Source: an optimization exercise on an open RTL-to-GDS flow (aim: small area, a short achievable clock period and few clock cycles). Production flows keep margins and buffers that such runs may drop. Where RTL was checked, it was by simulation tests only, not by an equivalence proof against the original. Power figures rest on the tool's default switching activity, not on a simulated workload.

==> flow/design.v <==
package sgd_pkg;
	localparam int COEF_W     = 32;
	localparam int DIGIT_W    = 16;
	localparam int LIDX_W     = 3;
	localparam int BITS_W     = 5;
	localparam int LEVELS_W   = 4;
	localparam int CFG_IDX_W  = 4;
	localparam int CFG_DATA_W = 8;
	localparam logic [CFG_IDX_W-1:0] REG_DIGIT_BITS = 4'd0;
	localparam logic [CFG_IDX_W-1:0] REG_LEVELS     = 4'd1;
endpackage
module signed_gadget_decompose (
	input  logic        clk,
	input  logic        arst_n,
	input  logic        cfg_valid,
	output logic        cfg_ready,
	input  logic [3:0]  cfg_index,
	input  logic [7:0]  cfg_data,
	input  logic        coef_valid,
	output logic        coef_ready,
	input  logic [31:0] coef_coefficient,
	output logic        result_valid,
	input  logic        result_ready,
	output logic signed [15:0] result_digit,
	output logic [2:0]  result_level_index,
	output logic        result_last
);
	logic [4:0]  b_q;       
	logic [2:0]  nm1_q;     
	logic        nz_q;      
	logic [31:0] x_q;       
	logic        valid_q;
	logic [2:0]  idx_q;
	logic [31:0] kofs;
	logic        last;
	logic        take;
	logic        adv;
	logic        zero;      
	logic [47:0] wide;
	assign cfg_ready = 1'b1;
	always_ff @(posedge clk or negedge arst_n) begin
		if (!arst_n) begin
			b_q   <= 5'd10;
			nm1_q <= 3'd1;
			nz_q  <= 1'b0;
		end else if (cfg_valid) begin
			if (cfg_index == sgd_pkg::REG_DIGIT_BITS) begin
				if (cfg_data[4:0] == 5'd0)
					b_q <= 5'd1;
				else if (cfg_data[4:0] > 5'd16)
					b_q <= 5'd16;
				else
					b_q <= cfg_data[4:0];
			end else if (cfg_index == sgd_pkg::REG_LEVELS) begin
				nz_q  <= (cfg_data[3:0] == 4'd0);
				nm1_q <= (cfg_data[3:0] > 4'd8) ? 3'd7 : 3'(cfg_data[3:0] - 4'd1);
			end
		end
	end
	always_comb begin
		kofs = '0;
		for (int bv = 1; bv <= 16; bv++) begin
			for (int i = 0; i <= 8; i++) begin
				if (31 - bv * i >= 0) begin
					if (b_q == 5'(bv) && (i == 0 || 3'(i - 1) <= nm1_q))
						kofs[31 - bv * i] = 1'b1;
				end
			end
		end
	end
	always_comb begin
		zero = 1'b0;
		for (int bv = 5; bv <= 16; bv++) begin
			if (b_q == 5'(bv) && idx_q > 3'(31 / bv))
				zero = 1'b1;
		end
	end
	assign last       = (idx_q == nm1_q);
	assign adv        = valid_q && result_ready;
	assign coef_ready = !valid_q || (result_ready && last);
	assign take       = coef_valid && coef_ready;
	assign wide       = {16'd0, x_q} << b_q;
	always_ff @(posedge clk or negedge arst_n) begin
		if (!arst_n) begin
			valid_q <= 1'b0;
			idx_q   <= 3'd0;
		end else if (take) begin
			valid_q <= !nz_q;
			idx_q   <= 3'd0;
		end else if (adv) begin
			if (last)
				valid_q <= 1'b0;
			idx_q <= idx_q + 3'd1;
		end
	end
	always_ff @(posedge clk) begin
		if (take)
			x_q <= coef_coefficient + kofs;
		else if (adv)
			x_q <= wide[31:0];
	end
	always_comb begin
		for (int k = 0; k < 16; k++) begin
			if (zero)
				result_digit[k] = 1'b0;
			else if (5'(k + 1) < b_q)
				result_digit[k] = wide[32 + k];
			else
				result_digit[k] = ~x_q[31];
		end
	end
	assign result_valid       = valid_q;
	assign result_level_index = idx_q;
	assign result_last        = last;
endmodule
export LEC_CHECK = 0
export CAP_MARGIN = 20
export CORE_MARGIN = 2
export CORE_UTILIZATION = 40
export PLACE_DENSITY = 0.6
export SLEW_MARGIN = 20
create_clock -name core_clock -period 7.0 [get_ports {clk}]
run.sh (not shown) runs the stock make flow with config.mk's settings and CLKGATE_MAP_FILE= SYNTH_SCRIPT=/design/flow/synth_recipe.tcl, a recipe that flattens the netlist after the stock synthesis.
Change:
Settings changed: ABC_CLOCK_PERIOD_IN_PS set to 3500, CORE_UTILIZATION 40 to 60, PLACE_DENSITY 0.6 to 0.75, SETUP_SLACK_MARGIN set to 3.2.
Cell count goes down slightly; non-clock buffer count is higher by 59; cell area rose by about a fifth; sequential power decreases slightly; clock skew came out higher by 6.5 ps; wire length increases by about a fifth; combinational power increases by a quarter to a third.
No functional check of the RTL was part of any run of this note.

* * *

Setup of run 1:
Another version of the RTL of signed_gadget_decompose (not shown whole).
Size in the first run: roughly 44 flip-flops, roughly 72 I/O pins.
==> flow/design.v (excerpt) <==
module signed_gadget_decompose (
	input  logic        clk,
	input  logic        arst_n,
	input  logic        cfg_valid,
	output logic        cfg_ready,
	input  logic [3:0]  cfg_index,
	input  logic [7:0]  cfg_data,
	input  logic        coef_valid,
	output logic        coef_ready,
	input  logic [31:0] coef_coefficient,
	output logic        result_valid,
	input  logic        result_ready,
	output logic signed [15:0] result_digit,
	output logic [2:0]  result_level_index,
	output logic        result_last
);
export LEC_CHECK = 0
export ABC_CLOCK_PERIOD_IN_PS = 3500
export CAP_MARGIN = 20
export CORE_MARGIN = 2
export CORE_UTILIZATION = 50
export PLACE_DENSITY = 0.65
export SETUP_SLACK_MARGIN = 3.5
export SLEW_MARGIN = 20
export TNS_END_PERCENT = 0
create_clock -name core_clock -period 7.0 [get_ports {clk}]
standard.sh (not shown) runs the stock make flow with config.mk's settings and CLKGATE_MAP_FILE= SYNTH_SCRIPT=/design/flow/synth_recipe.tcl, a recipe that flattens the netlist after the stock synthesis.
==> flow/flow/run.sh <==
#!/bin/bash
set -euo pipefail
cd "$(dirname "$0")/.."
export BUFFER_PORTS_ARGS="-buffer_cell sky130_fd_sc_hd__buf_1"
bash standard.sh > standard_make.log 2>&1
No stage failed in run 1, and the final checks on the layout all came back clean.
Setup changes, run 1 to run 2
Settings: SETUP_SLACK_MARGIN: 3.5 -> 3.2.
## What came out
- Combinational power of run 2 falls short of that of run 1 by a few percent.
- Of run 1 and run 2, the run reporting the lower setup slack was run 2.
- Of the two values seen for capturing instance or port of the critical path, x_q[30]$_DFFE_PP_ was produced by run 2 and x_q[31]$_DFFE_PP_ by run 1.
- Clock network fraction of design power is higher on run 2
- Between run 2 and run 1, it is run 2 whose cell depth of the worst flop-to-flop path is higher, by 1.
- Between run 1 and run 2, area used by sequential logic in the layout is lower for run 1, run 2 comes in above that.
- Sort run 1 and run 2 by number of fill cells in the layout, ascending, and run 1 comes first.
No run of this note included a check of the RTL's function; only the layout flow was run.

* * *

build 52:
Another version of the RTL of signed_gadget_decompose (not shown whole).
Size in the first run: roughly 650 cells after synthesis, ~45 flip-flops, roughly 72 I/O pins, roughly 5300 um^2 of cells after synthesis.
Design signed_gadget_decompose, start of the top module:
module signed_gadget_decompose (
	input  logic        clk,
	input  logic        arst_n,
	input  logic        cfg_valid,
	output logic        cfg_ready,
	input  logic [3:0]  cfg_index,
	input  logic [7:0]  cfg_data,
	input  logic        coef_valid,
	output logic        coef_ready,
	input  logic [31:0] coef_coefficient,
	output logic        result_valid,
	input  logic        result_ready,
	output logic signed [15:0] result_digit,
	output logic [2:0]  result_level_index,
	output logic        result_last
);
==> flow/config.mk <==
export PLATFORM = sky130hd
export DESIGN_NAME = signed_gadget_decompose
export DESIGN_NICKNAME = signed_gadget_decompose
export VERILOG_FILES = /design/flow/design.v
export SDC_FILE = /design/flow/constraint.sdc
export NUM_CORES = 4
export LEC_CHECK = 0
export ABC_CLOCK_PERIOD_IN_PS = 3500
export CAP_MARGIN = 20
export CORE_MARGIN = 2
export CORE_UTILIZATION = 50
export PLACE_DENSITY = 0.8
export SETUP_SLACK_MARGIN = 3.5
export SLEW_MARGIN = 20
export TNS_END_PERCENT = 0
==> flow/constraint.sdc <==
create_clock -name core_clock -period 7.0 [get_ports {clk}]
set_input_delay 1.4000 -clock core_clock [delete_from_list [all_inputs] [get_ports {clk}]]
set_output_delay 1.4000 -clock core_clock [all_outputs]
set_load 0.01 [all_outputs]
Scripts as last shown in full above: flow/flow/run.sh
Testbench counts of build 52, summed over its fixed seeds: cycles 12,728.
What build 86 does differently from build 52 at the input level:
# build 52
export LEC_CHECK = 0
export ABC_CLOCK_PERIOD_IN_PS = 3500
export CAP_MARGIN = 20
export CORE_MARGIN = 2
export CORE_UTILIZATION = 50
export PLACE_DENSITY = 0.8
export SETUP_SLACK_MARGIN = 3.5
export SLEW_MARGIN = 20
export TNS_END_PERCENT = 0
create_clock -name core_clock -period 7.0 [get_ports {clk}]
# build 86
export LEC_CHECK = 0
export ABC_CLOCK_PERIOD_IN_PS = 3500
export CAP_MARGIN = 20
export CORE_MARGIN = 2
export CORE_UTILIZATION = 40
export PLACE_DENSITY = 0.6
export SETUP_SLACK_MARGIN = 3.2
export SLEW_MARGIN = 20
export TNS_END_PERCENT = 0
create_clock -name core_clock -period 7.0 [get_ports {clk}]
[summary]
Taking build 52 over build 86, the number of signal-net buffers in the layout ratio works out to 1.16.
Compared with build 52, in build 86 post-detailed-routing wire length decreased 560 um; worst slack after detailed placement decreased 0.025 ns; layout clock buffer count decreased 1.
Build 86 vs build 52: placed cell count up by a few percent
Compared with build 52, build 86 instantiates a larger number of standard cells.
Comparing build 86 against build 52, there is no change at all in multiplexer share of the synthesized area.
Compared build 86 vs build 52, and power is down in build 86.
Build 52 has higher initial standard-cell utilization of the core than build 86.
Relative to build 52, final critical-path share of the clock period has decreased by 0.93 points in build 86.
#### Input delta (build 40 over build 86)
# build 86
export LEC_CHECK = 0
export ABC_CLOCK_PERIOD_IN_PS = 3500
export CAP_MARGIN = 20
export CORE_MARGIN = 2
export CORE_UTILIZATION = 40
export PLACE_DENSITY = 0.6
export SETUP_SLACK_MARGIN = 3.2
export SLEW_MARGIN = 20
export TNS_END_PERCENT = 0
create_clock -name core_clock -period 7.0 [get_ports {clk}]
# build 40
export LEC_CHECK = 0
export ABC_CLOCK_PERIOD_IN_PS = 3500
export CAP_MARGIN = 20
export CORE_MARGIN = 2
export CORE_UTILIZATION = 50
export PLACE_DENSITY = 0.65
export SETUP_SLACK_MARGIN = 3.5
export SLEW_MARGIN = 20
export TNS_END_PERCENT = 0
create_clock -name core_clock -period 7.0 [get_ports {clk}]
### Flow results
Build 40 completed every stage of the flow, and the final layout passed the timing, DRC and antenna checks. Peak supply drop was lower in build 86 than in build 40. Power is higher on build 86. The hold slack of build 40 was superior to that of build 86. Of the two candidates, build 86 has the better setup slack and build 40 the worse one.
> inputs changed (build 40 -> build 71)
# build 40
export LEC_CHECK = 0
export ABC_CLOCK_PERIOD_IN_PS = 3500
export CAP_MARGIN = 20
export CORE_MARGIN = 2
export CORE_UTILIZATION = 50
export PLACE_DENSITY = 0.65
export SETUP_SLACK_MARGIN = 3.5
export SLEW_MARGIN = 20
export TNS_END_PERCENT = 0
create_clock -name core_clock -period 7.0 [get_ports {clk}]
# build 71
export LEC_CHECK = 0
export ABC_CLOCK_PERIOD_IN_PS = 3500
export CAP_MARGIN = 20
export CORE_MARGIN = 2
export CORE_UTILIZATION = 50
export GPL_ROUTABILITY_DRIVEN = 0
export PLACE_DENSITY = 0.65
export SETUP_SLACK_MARGIN = 3.5
export SLEW_MARGIN = 20
export TNS_END_PERCENT = 0
create_clock -name core_clock -period 7.0 [get_ports {clk}]
==> results.txt <==
Comparing build 40 against build 71, there is no change at all in final design instance area without fill. As far as overall via count from detail_route goes, build 71 and build 40 are indistinguishable; the numbers are identical. Build 40 → build 71: async set or reset register ratio after synthesis has remained practically unchanged; total wire length has remained practically unchanged; global-route total usage across every layer has remained practically unchanged; fraction of area in registers has remained practically unchanged.
--- input diff build 71..build 12 ---
# build 71
export LEC_CHECK = 0
export ABC_CLOCK_PERIOD_IN_PS = 3500
export CAP_MARGIN = 20
export CORE_MARGIN = 2
export CORE_UTILIZATION = 50
export GPL_ROUTABILITY_DRIVEN = 0
export PLACE_DENSITY = 0.65
export SETUP_SLACK_MARGIN = 3.5
export SLEW_MARGIN = 20
export TNS_END_PERCENT = 0
create_clock -name core_clock -period 7.0 [get_ports {clk}]
# build 12
export LEC_CHECK = 0
export ABC_CLOCK_PERIOD_IN_PS = 3500
export CAP_MARGIN = 20
export CORE_MARGIN = 2
export CORE_UTILIZATION = 50
export PLACE_DENSITY = 0.65
export SETUP_SLACK_MARGIN = 2.9
export SLEW_MARGIN = 20
export TNS_END_PERCENT = 0
create_clock -name core_clock -period 7.0 [get_ports {clk}]
==> results.txt <==
On horizontal extent of the die, build 71 and build 12 are basically level.
Going from build 71 to build 12, sequential share of layout area saw an increase, critical path depth in cells higher, leakage power total lower.
In build 12, the tightest slew margin relative to the limit came out 20 points above the value in build 71.
Routed wire length (lower): build 12
The worst hold slack reported for build 12 is smaller than that of build 71 by 0.025 ns.
In build 12 the clock network power share turned out 0.6 points higher than in build 71.
Build 71 and build 12 ended up with roughly the same share of synthesized registers carrying an async set or reset.
In the metrics for build 71 and build 12, the one carrying the lower highest cell delay on the worst timing path is build 12.
The inputs of build 27 differ from those of build 12 as listed below.
# build 12
export LEC_CHECK = 0
export ABC_CLOCK_PERIOD_IN_PS = 3500
export CAP_MARGIN = 20
export CORE_MARGIN = 2
export CORE_UTILIZATION = 50
export PLACE_DENSITY = 0.65
export SETUP_SLACK_MARGIN = 2.9
export SLEW_MARGIN = 20
export TNS_END_PERCENT = 0
create_clock -name core_clock -period 7.0 [get_ports {clk}]
# build 27
export LEC_CHECK = 0
export ABC_CLOCK_PERIOD_IN_PS = 3500
export CAP_MARGIN = 20
export CORE_MARGIN = 2
export CORE_UTILIZATION = 40
export PLACE_DENSITY = 0.6
export SETUP_SLACK_MARGIN = 3.35
export SLEW_MARGIN = 20
export TNS_END_PERCENT = 0
create_clock -name core_clock -period 7.0 [get_ports {clk}]
Results
| number of cells on the worst reg-to-reg path | build 27 vs build 12 | 2 higher |
Between build 12 and build 27, the sequential power figures differ only marginally.
In the reports for build 12 and build 27, the larger final HPWL from detailed placement belongs to build 27.
The total power number comes out higher for build 27 vs build 12.
Between build 27 and build 12, it is build 27 whose portion of total power attributed to the clock network is higher, by 1.0 points.
Build 27: routed wire length on met2 about 6% above build 12
Of the two values seen for endpoint of the worst setup timing path, result_digit[1] was produced by build 27 and x_q[30]$_DFFE_PP_ by build 12.
Going from build 12 to build 27, total number of placement rows increased by 14% relative to the old numbers, post-layout worst setup margin increased by 0.23 ns relative to the old numbers, synthesis-to-finish area growth increased by 7.8 points relative to the old numbers.
Build 27: count of buffers added by post-CTS timing repair for setup 12 above build 12
Relative to build 12, the final weighted congestion of routability-driven global placement of build 27 is higher by about 2.3%.

* * *

try-ember:
Starting RTL as in the previous note.
export LEC_CHECK = 0
export ABC_CLOCK_PERIOD_IN_PS = 3500
export CAP_MARGIN = 20
export CORE_MARGIN = 2
export CORE_UTILIZATION = 50
export PLACE_DENSITY = 0.65
export SETUP_SLACK_MARGIN = 3.8
export SLEW_MARGIN = 20
export TNS_END_PERCENT = 0
create_clock -name core_clock -period 7.0 [get_ports {clk}]
Scripts as last shown in full above: flow/flow/run.sh
try-ember: full flow OK, the timing, DRC and antenna checks passed
Testbench counts of try-ember, summed over its fixed seeds: cycles 12,728.
Setup changes, try-ember to try-pepper
# try-ember
export LEC_CHECK = 0
export ABC_CLOCK_PERIOD_IN_PS = 3500
export CAP_MARGIN = 20
export CORE_MARGIN = 2
export CORE_UTILIZATION = 50
export PLACE_DENSITY = 0.65
export SETUP_SLACK_MARGIN = 3.8
export SLEW_MARGIN = 20
export TNS_END_PERCENT = 0
create_clock -name core_clock -period 7.0 [get_ports {clk}]
# try-pepper
export LEC_CHECK = 0
export ABC_CLOCK_PERIOD_IN_PS = 3500
export CAP_MARGIN = 20
export CORE_MARGIN = 2
export CORE_UTILIZATION = 50
export PLACE_DENSITY = 0.65
export SETUP_SLACK_MARGIN = 3.3
export SLEW_MARGIN = 20
export TNS_END_PERCENT = 5
create_clock -name core_clock -period 7.0 [get_ports {clk}]
--- outcome ---
Summary of try-pepper over try-ember: power share of the sequential group held steady; clock network power share grew by 0.2 points; routed wire length shrank by 130 um. Compared with try-ember, cell area after layout in try-pepper increased by a few percent. The switching share of power number comes out lower for try-pepper vs try-ember. Final core area utilization, try-pepper and try-ember: smaller value in try-ember. try-pepper and try-ember ended up with nearly the same share of power burned in combinational logic.
Input-level comparison between try-yarrow and try-pepper:
# try-pepper
export LEC_CHECK = 0
export ABC_CLOCK_PERIOD_IN_PS = 3500
export CAP_MARGIN = 20
export CORE_MARGIN = 2
export CORE_UTILIZATION = 50
export PLACE_DENSITY = 0.65
export SETUP_SLACK_MARGIN = 3.3
export SLEW_MARGIN = 20
export TNS_END_PERCENT = 5
create_clock -name core_clock -period 7.0 [get_ports {clk}]
# try-yarrow
export LEC_CHECK = 0
export ABC_CLOCK_PERIOD_IN_PS = 3500
export CAP_MARGIN = 20
export CORE_MARGIN = 2
export CORE_UTILIZATION = 50
export PLACE_DENSITY = 0.65
export SETUP_SLACK_MARGIN = 3.2
export SLEW_MARGIN = 20
export TNS_END_PERCENT = 0
create_clock -name core_clock -period 7.0 [get_ports {clk}]
--- outcome ---
Comparing try-yarrow and try-pepper, the higher area growth from synthesis to final layout is on try-pepper. Re count of non-CTS buffers in the layout: try-yarrow is 26 down on try-pepper. Compared with try-pepper, try-yarrow improves leakage component of the power. try-yarrow vs. try-pepper: core occupancy in the finished layout went down by 3.9 points.
Here is what was changed in the inputs of try-zinc compared with try-yarrow.
# try-yarrow
export LEC_CHECK = 0
export ABC_CLOCK_PERIOD_IN_PS = 3500
export CAP_MARGIN = 20
export CORE_MARGIN = 2
export CORE_UTILIZATION = 50
export PLACE_DENSITY = 0.65
export SETUP_SLACK_MARGIN = 3.2
export SLEW_MARGIN = 20
export TNS_END_PERCENT = 0
create_clock -name core_clock -period 7.0 [get_ports {clk}]
# try-zinc
export LEC_CHECK = 0
export ABC_CLOCK_PERIOD_IN_PS = 3500
export CAP_MARGIN = 5
export CORE_MARGIN = 2
export CORE_UTILIZATION = 50
export PLACE_DENSITY = 0.65
export SETUP_SLACK_MARGIN = 3.2
export SLEW_MARGIN = 5
export TNS_END_PERCENT = 0
create_clock -name core_clock -period 7.0 [get_ports {clk}]
Results
Reported for try-yarrow and try-zinc, final sum of negative setup slack turned out identical to the last digit.
[compare] base=try-yarrow new=try-zinc: placed cell count barely changed, number of DRC violations after detailed routing ~0 delta, global-route usage was more or less identical.
| share of the final layout cell area in sequential cells | try-zinc vs try-yarrow | ≈ equal |

static timing again, ports no longer ideal:
The flow's constraints put no driver on any port. The routed layouts listed below were extracted and timed again, unchanged, in two steps. Step 1 (the two cells are an assumption about what drives the block):
set clk [get_ports {clk}]
set_driving_cell -lib_cell sky130_fd_sc_hd__clkbuf_16 $clk
set_driving_cell -lib_cell sky130_fd_sc_hd__buf_2 [delete_from_list [all_inputs] $clk]
Step 2 also shifts input and output timing later by t, the mid clock arrival at the registers, as if the neighbouring blocks saw the same clock. Three values: ideal, step 1, step 2; two values: the first two.
run	shift t [ns]	setup slack, ns	latest minus earliest clock arrival (ns)	worst register clock-pin slew, ns
the first run of note 1	0.333	1.726 / 1.687 / 2.020	0.006 / 0.006	0.07 / 0.07
the second run of note 1	0.355	2.950 / 2.917 / 2.854	0.013 / 0.013	0.11 / 0.11
run 1	0.336	3.377 / 3.377 / 3.140	0.009 / 0.009	0.09 / 0.09
run 2	0.340	3.183 / 3.183 / 3.001	0.011 / 0.010	0.09 / 0.09
build 52	0.336	3.256 / 3.224 / 3.162	0.015 / 0.015	0.09 / 0.09
build 86	0.332	3.321 / 3.284 / 3.144	0.007 / 0.007	0.07 / 0.07
build 40	0.333	3.284 / 3.255 / 3.261	0.007 / 0.007	0.09 / 0.09
build 71	0.333	3.284 / 3.255 / 3.261	0.007 / 0.007	0.09 / 0.09
build 12	0.333	2.988 / 2.988 / 2.988	0.010 / 0.011	0.10 / 0.10
build 27	0.321	3.220 / 3.183 / 3.204	0.002 / 0.003	0.06 / 0.06
try-ember	0.337	3.230 / 3.196 / 3.262	0.013 / 0.013	0.10 / 0.10
try-pepper	0.334	3.251 / 3.222 / 3.275	0.007 / 0.006	0.09 / 0.09
try-yarrow	0.334	3.279 / 3.247 / 3.187	0.010 / 0.010	0.09 / 0.09
try-zinc	0.334	3.279 / 3.247 / 3.187	0.010 / 0.010	0.09 / 0.09
After both steps setup and hold are still met in every run listed. The setup slack of run 1, which loses most, moves by 0.000 ns with the drivers and by -0.237 ns with both steps.
